This design comes from an exercise in tuning for small area on the open sky130 flow, not from production work.
In this exercise RTL edits were held to simulation tests only and were not proved equivalent to the original.
No driver is modelled on the clock port, so clocking that relies on it looks cheaper here than on a real chip.

==> inputs of indigo <==
==> flow/design.v <==
package id_pkg;
	localparam int DATA_W     = 32;           
	localparam int INST_W     = 32;           
	localparam int REG_ADDR_W = 5;            
	localparam int REG_NUM    = 32;           
endpackage
`timescale 1ns/100ps
`timescale 1ns/100ps
`timescale 1ns/100ps
module id_sel_aoi3
(
	input  logic [2:0] sel_i,
	input  logic [2:0] data_i,
	output logic       n_o
);
	assign n_o = !(|(sel_i & data_i));
endmodule
module id_operand_sel
#(
	parameter int N = 34
)
(
	input  logic [N-1:0] sel_i,
	input  logic [N-1:0] data_i,
	output logic         bit_o
);
	localparam int G = N / 3;            
	localparam int R = N - 3 * G;        
	logic [G-1:0] grp_n;
	logic         rest_n;
	generate
		for (genvar g = 0; g < G; g++)
		begin : g_grp
			id_sel_aoi3 aoi_i (
				.sel_i  (sel_i[3*g +: 3]),
				.data_i (data_i[3*g +: 3]),
				.n_o    (grp_n[g])
			);
		end
		if (R == 0)
		begin : g_r0
			assign rest_n = 1'b1;
		end
		else
		begin : g_rn
			assign rest_n = !(|(sel_i[N-1:3*G] & data_i[N-1:3*G]));
		end
	endgenerate
	assign bit_o = !(&{grp_n, rest_n});
endmodule
module id_sel_nor2
(
	input  logic a_n_i,
	input  logic b_n_i,
	output logic y_o
);
	assign y_o = !(a_n_i || b_n_i);
endmodule
`timescale 1ns/100ps
`timescale 1ns/100ps
module id_stage
(
	input  logic                  clk_i,
	input  logic                  rst_n_i,
	input  logic [id_pkg::INST_W-1:0]     inst_i,
	input  logic                  ex_fwd_we_i,      
	input  logic [id_pkg::REG_ADDR_W-1:0] ex_fwd_addr_i,
	input  logic [id_pkg::DATA_W-1:0]     ex_fwd_data_i,
	input  logic                  mem_fwd_we_i,     
	input  logic [id_pkg::REG_ADDR_W-1:0] mem_fwd_addr_i,
	input  logic [id_pkg::DATA_W-1:0]     mem_fwd_data_i,
	input  logic                  wb_we_i,          
	input  logic [id_pkg::REG_ADDR_W-1:0] wb_addr_i,
	input  logic [id_pkg::DATA_W-1:0]     wb_data_i,
	output logic [7:0]            aluop_o,
	output logic [2:0]            alusel_o,
	output logic [id_pkg::DATA_W-1:0]     reg1_o,
	output logic [id_pkg::DATA_W-1:0]     reg2_o,
	output logic [id_pkg::REG_ADDR_W-1:0] wd_o,
	output logic                  wreg_o
);
	localparam int W = id_pkg::DATA_W;
	logic [5:0] op, funct;
	logic [4:0] rs, rt, rd, shamt;
	logic [15:0] imm16;
	assign op    = inst_i[31:26];
	assign rs    = inst_i[25:21];
	assign rt    = inst_i[20:16];
	assign rd    = inst_i[15:11];
	assign shamt = inst_i[10:6];
	assign funct = inst_i[5:0];
	assign imm16 = inst_i[15:0];
	logic [7:0] fn_aluop, op_aluop, aluop_d;
	logic       fn_shamt, sp_legal, im_legal, is_lui, is_sext;
	always_comb
	begin
		case (funct)
			6'h24: fn_aluop = 8'h24;
			6'h25: fn_aluop = 8'h25;
			6'h26: fn_aluop = 8'h26;
			6'h27: fn_aluop = 8'h27;
			6'h00: fn_aluop = 8'h7c;
			6'h02: fn_aluop = 8'h02;
			6'h03: fn_aluop = 8'h03;
			6'h04: fn_aluop = 8'h7c;
			6'h06: fn_aluop = 8'h02;
			6'h07: fn_aluop = 8'h03;
			6'h0b: fn_aluop = 8'h0b;
			6'h0a: fn_aluop = 8'h0a;
			6'h2a: fn_aluop = 8'h2a;
			6'h2b: fn_aluop = 8'h2b;
			6'h20: fn_aluop = 8'h20;
			6'h21: fn_aluop = 8'h21;
			6'h22: fn_aluop = 8'h22;
			6'h23: fn_aluop = 8'h23;
			default: fn_aluop = 8'h00;
		endcase
		case (op)
			6'h0c: op_aluop = 8'h24;
			6'h0d: op_aluop = 8'h25;
			6'h0e: op_aluop = 8'h26;
			6'h0f: op_aluop = 8'h25;
			6'h0a: op_aluop = 8'h2a;
			6'h0b: op_aluop = 8'h2b;
			6'h08: op_aluop = 8'h55;
			6'h09: op_aluop = 8'h56;
			default: op_aluop = 8'h00;
		endcase
	end
	assign fn_shamt = (funct == 6'h00) || (funct == 6'h02) || (funct == 6'h03);
	assign sp_legal = (op == 6'h00) && (fn_aluop != 8'h00) && (fn_shamt ? (rs == 5'd0) : (shamt == 5'd0));
	assign im_legal = (op[5:3] == 3'b001);     
	assign is_lui   = (op == 6'h0f);
	assign is_sext  = (op[5:2] == 4'b0010);    
	assign aluop_d = sp_legal ? fn_aluop : op_aluop;
	logic [W-1:0]  regs [1:31];
	logic [31:1]   wsel;                       
	logic [W-1:0]  wdata;
	assign wdata = wb_data_i & {W{rst_n_i}};
	genvar gi;
	generate
		for (gi = 1; gi < 32; gi++)
		begin : g_rf
			assign wsel[gi] = wb_we_i && (wb_addr_i == gi);
			always_ff @(posedge clk_i)
				if (wsel[gi] || !rst_n_i)
					regs[gi] <= wdata;
		end
	endgenerate
	logic [4:0]   ra   [2];
	logic [1:0]   ren;
	assign ra[0]  = rs;
	assign ra[1]  = rt;
	assign ren[0] = rst_n_i && ((sp_legal && !fn_shamt) || im_legal);
	assign ren[1] = rst_n_i && sp_legal;
	logic [W-1:0] reg1_d, reg2_d;
	logic         sh_imm, lo_imm, hi_imm, sx_imm;
	assign sh_imm = rst_n_i && sp_legal && fn_shamt;
	assign lo_imm = rst_n_i && im_legal && !is_lui;
	assign hi_imm = rst_n_i && is_lui;
	assign sx_imm = rst_n_i && is_sext && imm16[15];
	generate
		for (genvar p = 0; p < 2; p++)
		begin : g_rd
			logic ex_hit, mem_hit, wb_hit, s_rf;
			logic [33:0] s;
			assign ex_hit  = ex_fwd_we_i && (ex_fwd_addr_i == ra[p]);
			assign mem_hit = mem_fwd_we_i && (mem_fwd_addr_i == ra[p]);
			assign wb_hit  = wb_we_i && (wb_addr_i == ra[p]) && (ra[p] != 5'd0);
			assign s[0]    = ren[p] && ex_hit;
			assign s[1]    = ren[p] && !ex_hit && mem_hit;
			assign s[2]    = ren[p] && !ex_hit && !mem_hit && wb_hit;
			assign s_rf    = ren[p] && !ex_hit && !mem_hit && !wb_hit;
			logic [3:0] hi_n;
			logic [7:0] lo_n;
			for (genvar g = 0; g < 4; g++)
			begin : g_hi
				assign hi_n[g] = !(s_rf && (ra[p][4:3] == g));
			end
			for (genvar k = 0; k < 8; k++)
			begin : g_lo
				assign lo_n[k] = !(ra[p][2:0] == k);
			end
			for (genvar i = 1; i < 32; i++)
			begin : g_r
				id_sel_nor2 dec_i (.a_n_i(hi_n[i / 8]), .b_n_i(lo_n[i % 8]), .y_o(s[i+2]));
			end
			for (genvar b = 0; b < W; b++)
			begin : g_b
				logic [33:0] d;
				assign d[0] = ex_fwd_data_i[b];
				assign d[1] = mem_fwd_data_i[b];
				assign d[2] = wb_data_i[b];
				for (genvar i = 1; i < 32; i++)
				begin : g_d
					assign d[i+2] = regs[i][b];
				end
				if (p == 0 && b < 5)
				begin : g_sh
					id_operand_sel #(.N(35)) sel_i (.sel_i({sh_imm, s}), .data_i({shamt[b], d}), .bit_o(reg1_d[b]));
				end
				else if (p == 0)
				begin : g_r1
					id_operand_sel #(.N(34)) sel_i (.sel_i(s), .data_i(d), .bit_o(reg1_d[b]));
				end
				else if (b < 16)
				begin : g_lo
					id_operand_sel #(.N(35)) sel_i (.sel_i({lo_imm, s}), .data_i({imm16[b], d}), .bit_o(reg2_d[b]));
				end
				else
				begin : g_hi
					id_operand_sel #(.N(36)) sel_i (.sel_i({sx_imm, hi_imm, s}), .data_i({sx_imm, imm16[b-16], d}), .bit_o(reg2_d[b]));
				end
			end
		end
	endgenerate
	logic [6:0]   aluop_q;
	logic [W-1:0] reg1_q, reg2_q;
	logic [4:0]   wd_q;
	always_ff @(posedge clk_i)
	begin
		aluop_q <= aluop_d[6:0] & {7{rst_n_i}};
		reg1_q  <= reg1_d;
		reg2_q  <= reg2_d;
		wd_q    <= (im_legal && !sp_legal ? rt : rd) & {5{rst_n_i}};
	end
	logic legal_q, mov_q;
	assign aluop_o = {1'b0, aluop_q[6:5], aluop_q[6], aluop_q[3:0]};
	assign legal_q = |aluop_q;
	assign mov_q   = aluop_q[3] && !aluop_q[5];    
	always_comb
	begin
		if (!legal_q)
			alusel_o = 3'd0;
		else if (aluop_q[6] && aluop_q[3])
			alusel_o = 3'd2;                       
		else if (aluop_q[6])
			alusel_o = 3'd4;                       
		else if (!aluop_q[5])
			alusel_o = aluop_q[3] ? 3'd3 : 3'd2;   
		else if (aluop_q[2] && !aluop_q[3])
			alusel_o = 3'd1;                       
		else
			alusel_o = 3'd4;                       
	end
	assign reg1_o = reg1_q;
	assign reg2_o = reg2_q;
	assign wd_o   = wd_q;
	assign wreg_o = legal_q && !(mov_q && (aluop_q[0] ? (reg2_q == '0) : (reg2_q != '0)));
endmodule
==> flow/flow/run.sh <==
#!/bin/bash
# Standard ORFS layout with: synthesis buffers removed, small port buffers,
# one buffer per high-fanout net before repair_design, and a clock tree
# without dummy loads whose clustering is picked from a few trials on the
# placed design (least added area with estimated flip-flop clock slew under 100 ps).
# Each tool's output goes to a log here and under orfs/logs.
set -euo pipefail
cd "$(dirname "$0")/.."
W=$(pwd)
RES=$W/orfs/results/sky130hd/id_stage/base
bash standard.sh synth > synth.log 2>&1
PLACE_VARS=(
	"BUFFER_PORTS_ARGS=-buffer_cell sky130_fd_sc_hd__buf_2"
	"PRE_GLOBAL_PLACE_TCL=$W/flow/rmbuf.tcl"
	"PRE_RESIZE_TCL=$W/flow/hfbuf.tcl"
)
bash standard.sh "${PLACE_VARS[@]}" place > place.log 2>&1

BASE="-sink_clustering_enable -repair_clock_nets -dont_use_dummy_load"
CANDS=(
	"-buf_list sky130_fd_sc_hd__clkbuf_16 -sink_clustering_size 25 -sink_clustering_max_diameter 70"
	"-buf_list sky130_fd_sc_hd__clkbuf_16 -sink_clustering_size 30 -sink_clustering_max_diameter 80"
	"-buf_list sky130_fd_sc_hd__clkbuf_8 -sink_clustering_size 16 -sink_clustering_max_diameter 50"
	"-buf_list sky130_fd_sc_hd__clkbuf_8 -sink_clustering_size 20 -sink_clustering_max_diameter 60"
	"-buf_list sky130_fd_sc_hd__clkbuf_4 -sink_clustering_size 10 -sink_clustering_max_diameter 40"
	"-buf_list sky130_fd_sc_hd__clkbuf_4 -sink_clustering_size 12 -sink_clustering_max_diameter 45"
	"-buf_list sky130_fd_sc_hd__clkbuf_4 -sink_clustering_size 8 -sink_clustering_max_diameter 35"
)
BEST="$BASE ${CANDS[0]}"
BEST_AREA=1000000
i=0
for c in "${CANDS[@]}"; do
	r=$(CTS_TRY_RESULTS=$RES CTS_TRY_ARGS="$BASE $c" openroad -no_init -exit $W/flow/cts_try.tcl > cts_try_$i.log 2>&1; grep '^CTS_TRY' cts_try_$i.log || true)
	echo "trial $i: $c -> $r" >> cts_try.log
	if [[ -n "$r" ]]; then
		a=$(echo "$r" | awk '{print $2}'); s=$(echo "$r" | awk '{print $3}')
		if awk -v a="$a" -v s="$s" -v b="$BEST_AREA" 'BEGIN { exit !(s < 0.100 && a < b) }'; then
			BEST="$BASE $c"; BEST_AREA=$a
		fi
	fi
	i=$((i+1))
done
echo "chosen: $BEST" >> cts_try.log

bash standard.sh "${PLACE_VARS[@]}" "CTS_ARGS=$BEST" finish > layout.log 2>&1
==> flow/flow/cts_try.tcl <==
# Trial clock tree on the placed design: prints the added cell area and the
# largest flip-flop clock-pin slew for the CTS arguments in $::env(CTS_TRY_ARGS).
set plat $::env(FLOW_HOME)/platforms/sky130hd
set res $::env(CTS_TRY_RESULTS)
read_liberty $plat/lib/sky130_fd_sc_hd__tt_025C_1v80.lib
read_db $res/3_place.odb
read_sdc $res/3_place.sdc
source $plat/setRC.tcl
set_dont_use [get_lib_cells {sky130_fd_sc_hd__probe* sky130_fd_sc_hd__lpflow*}]
set a0 [rsz::design_area]
clock_tree_synthesis {*}$::env(CTS_TRY_ARGS)
estimate_parasitics -placement
set mx 0
foreach p [get_pins -hierarchical */CLK] {
  set sl [get_property $p slew_max]
  if {$sl > $mx} { set mx $sl }
}
puts "CTS_TRY [expr {[rsz::design_area] - $a0}] $mx"
==> flow/flow/hfbuf.tcl <==
# Runs before ORFS's repair_design (PRE_RESIZE_TCL): drive each high-fanout
# signal net through one small buffer, so that repair_design has little left
# to fix and does not build its own deep trees of large buffers.
set n_ins 0
foreach net [get_nets *] {
  set pins [get_pins -of_objects $net]
  if {[llength $pins] < 12} { continue }
  set drv [get_pins -of_objects $net -filter "direction==output"]
  if {[llength $drv] != 1} { continue }
  set dcell [get_cells -of_objects $drv]
  set ref [get_property $dcell ref_name]
  if {[string match *buf* $ref] || [string match *clk* [get_full_name $net]]} { continue }
  insert_buffer -buffer_cell sky130_fd_sc_hd__buf_4 -net [get_full_name $net]
  incr n_ins
}
puts "hfbuf: inserted $n_ins buffers"
estimate_parasitics -placement
==> flow/flow/rmbuf.tcl <==
# Runs before global placement (PRE_GLOBAL_PLACE_TCL): remove the buffers that
# synthesis left in the netlist, as ORFS does in timing-driven placement; the
# port buffers and repair_design add back what is needed.
remove_buffers
==> flow/standard.sh <==
#!/bin/bash
# synth_recipe.tcl (not shown) runs the flow's synth.tcl, then flattens the netlist and writes it again
# the make line also repeats each setting of config.mk as NAME=value (left out here)
make -C /OpenROAD-flow-scripts/flow DESIGN_CONFIG=/design/flow/config.mk WORK_HOME=/design/flow/orfs CLKGATE_MAP_FILE= SYNTH_SCRIPT=/design/flow/synth_recipe.tcl "${@:-finish}"
==> flow/config.mk <==
export PLATFORM = sky130hd
export DESIGN_NAME = id_stage
export DESIGN_NICKNAME = id_stage
export VERILOG_FILES = /design/flow/design.v
export SDC_FILE = /design/flow/constraint.sdc
export NUM_CORES = 4
export LEC_CHECK = 0
export CAP_MARGIN = 20
export CORE_MARGIN = 2
export CORE_UTILIZATION = 40
export GPL_TIMING_DRIVEN = 0
export PLACE_DENSITY = 0.6
export SETUP_SLACK_MARGIN = 0.4
export SLEW_MARGIN = 20
export SYNTH_HIERARCHICAL = 1
==> flow/constraint.sdc <==
create_clock -name core_clock -period 5.0 [get_ports {clk_i}]
set_input_delay 1.0000 -clock core_clock [delete_from_list [all_inputs] [get_ports {clk_i}]]
set_output_delay 1.0000 -clock core_clock [all_outputs]
set_load 0.01 [all_outputs]
==> xenon (differences from indigo) <==
--- a/flow/design.v
+++ b/flow/design.v
@@ -48,12 +48,4 @@
 	endgenerate
 	assign bit_o = !(&{grp_n, rest_n});
-endmodule
-module id_sel_nor2
-(
-	input  logic a_n_i,
-	input  logic b_n_i,
-	output logic y_o
-);
-	assign y_o = !(a_n_i || b_n_i);
 endmodule
 `timescale 1ns/100ps
@@ -172,17 +164,7 @@
 			assign s[2]    = ren[p] && !ex_hit && !mem_hit && wb_hit;
 			assign s_rf    = ren[p] && !ex_hit && !mem_hit && !wb_hit;
-			logic [3:0] hi_n;
-			logic [7:0] lo_n;
-			for (genvar g = 0; g < 4; g++)
-			begin : g_hi
-				assign hi_n[g] = !(s_rf && (ra[p][4:3] == g));
-			end
-			for (genvar k = 0; k < 8; k++)
-			begin : g_lo
-				assign lo_n[k] = !(ra[p][2:0] == k);
-			end
 			for (genvar i = 1; i < 32; i++)
 			begin : g_r
-				id_sel_nor2 dec_i (.a_n_i(hi_n[i / 8]), .b_n_i(lo_n[i % 8]), .y_o(s[i+2]));
+				assign s[i+2] = s_rf && (ra[p] == i);
 			end
 			for (genvar b = 0; b < W; b++)
==> flow/run.sh (new file) <==
#!/bin/bash
# synth_recipe.tcl (not shown) runs the flow's synth.tcl, then flattens the netlist and writes it again
# the make line also repeats each setting of config.mk as NAME=value (left out here)
make -C /OpenROAD-flow-scripts/flow DESIGN_CONFIG=/design/flow/config.mk WORK_HOME=/design/flow/orfs CLKGATE_MAP_FILE= SYNTH_SCRIPT=/design/flow/synth_recipe.tcl finish
--- a/flow/config.mk
+++ b/flow/config.mk
@@ -8,8 +8,8 @@
 export CAP_MARGIN = 20
 export CORE_MARGIN = 2
-export CORE_UTILIZATION = 40
+export CORE_UTILIZATION = 70
+export CTS_BUF_LIST = sky130_fd_sc_hd__clkbuf_4
 export GPL_TIMING_DRIVEN = 0
-export PLACE_DENSITY = 0.6
-export SETUP_SLACK_MARGIN = 0.4
+export PLACE_DENSITY = 0.8
 export SLEW_MARGIN = 20
 export SYNTH_HIERARCHICAL = 1
removed: flow/flow/run.sh
removed: flow/flow/cts_try.tcl
removed: flow/flow/hfbuf.tcl
removed: flow/flow/rmbuf.tcl
removed: flow/standard.sh
==> summary of the runs <==
xenon failed in global routing with GRT-0232. indigo finished with timing, DRC and antenna clean. In indigo the synthesized cell count is lower than in xenon, by about 2.3%. Of indigo and xenon, xenon has the higher synthesized area (gap 1.1%, measured against xenon).
==> figures <==
Run status: indigo no timing/DRC/antenna violations; xenon aborted with a tool error
Stage where the flow stopped: indigo -; xenon global routing
Adder and majority gate portion of the synthesized area: indigo 0.0590%; xenon 0.0584%
Buffers added on ports: indigo 227; xenon 216
Post-synthesis cell area: indigo 0.0424 sq mm; xenon 0.0428 sq mm
Resized cells post-CTS: indigo 2; xenon 1
Share of synthesized cell area in and, or, nand and nor gates: indigo 6.15%; xenon 6.93%
Std-Cell Rows: indigo 119; xenon 90
Net Count, Synth: indigo 2566; xenon 2624
Die Wd: indigo 330 um; xenon 251 um
Die height: indigo 330 um; xenon 251 um
Proportion of netlist area held by the largest area contributor: indigo 70.3%; xenon 69.5%
TritonCTS Buffers: indigo 183; xenon 275
Synthesized-area fraction occupied by xor and xnor cells: indigo 0.620%; xenon 0.613%
Standard cell area after detailed placement: indigo 0.0462 sq mm; xenon 0.0506 sq mm

port drivers added, routing unchanged:
The results above use ideal ports. As a check the final layout listed here was re-extracted and re-timed, cells and wires unchanged.
Step 1, drivers: a clkbuf_16 drives clk_i and a buf_2 each remaining input, both assumed.
Step 2 adds t to the input delays and takes it off the output delays; t is the mean of the earliest and latest rising clock arrival at the registers after step 1. Input paths then give back, and output paths get back, about the clock's delay inside the block.
a / b / c = ideal / step 1 / step 2; a / b = the first two.
run: indigo
t, ns: 1.115
slack for setup (ns): 0.546 / 0.484 / -0.108
hold WS [ns]: 0.290 / 0.254 / 0.518
slew at the worst register clock pin (ns): 0.10 / 0.10
worst data-port slew with drivers (ns): 0.08
Met with ideal ports but missed after step 2: setup timing in indigo. The setup slack of indigo moves by -0.062 ns with the drivers and by -0.654 ns with both steps.
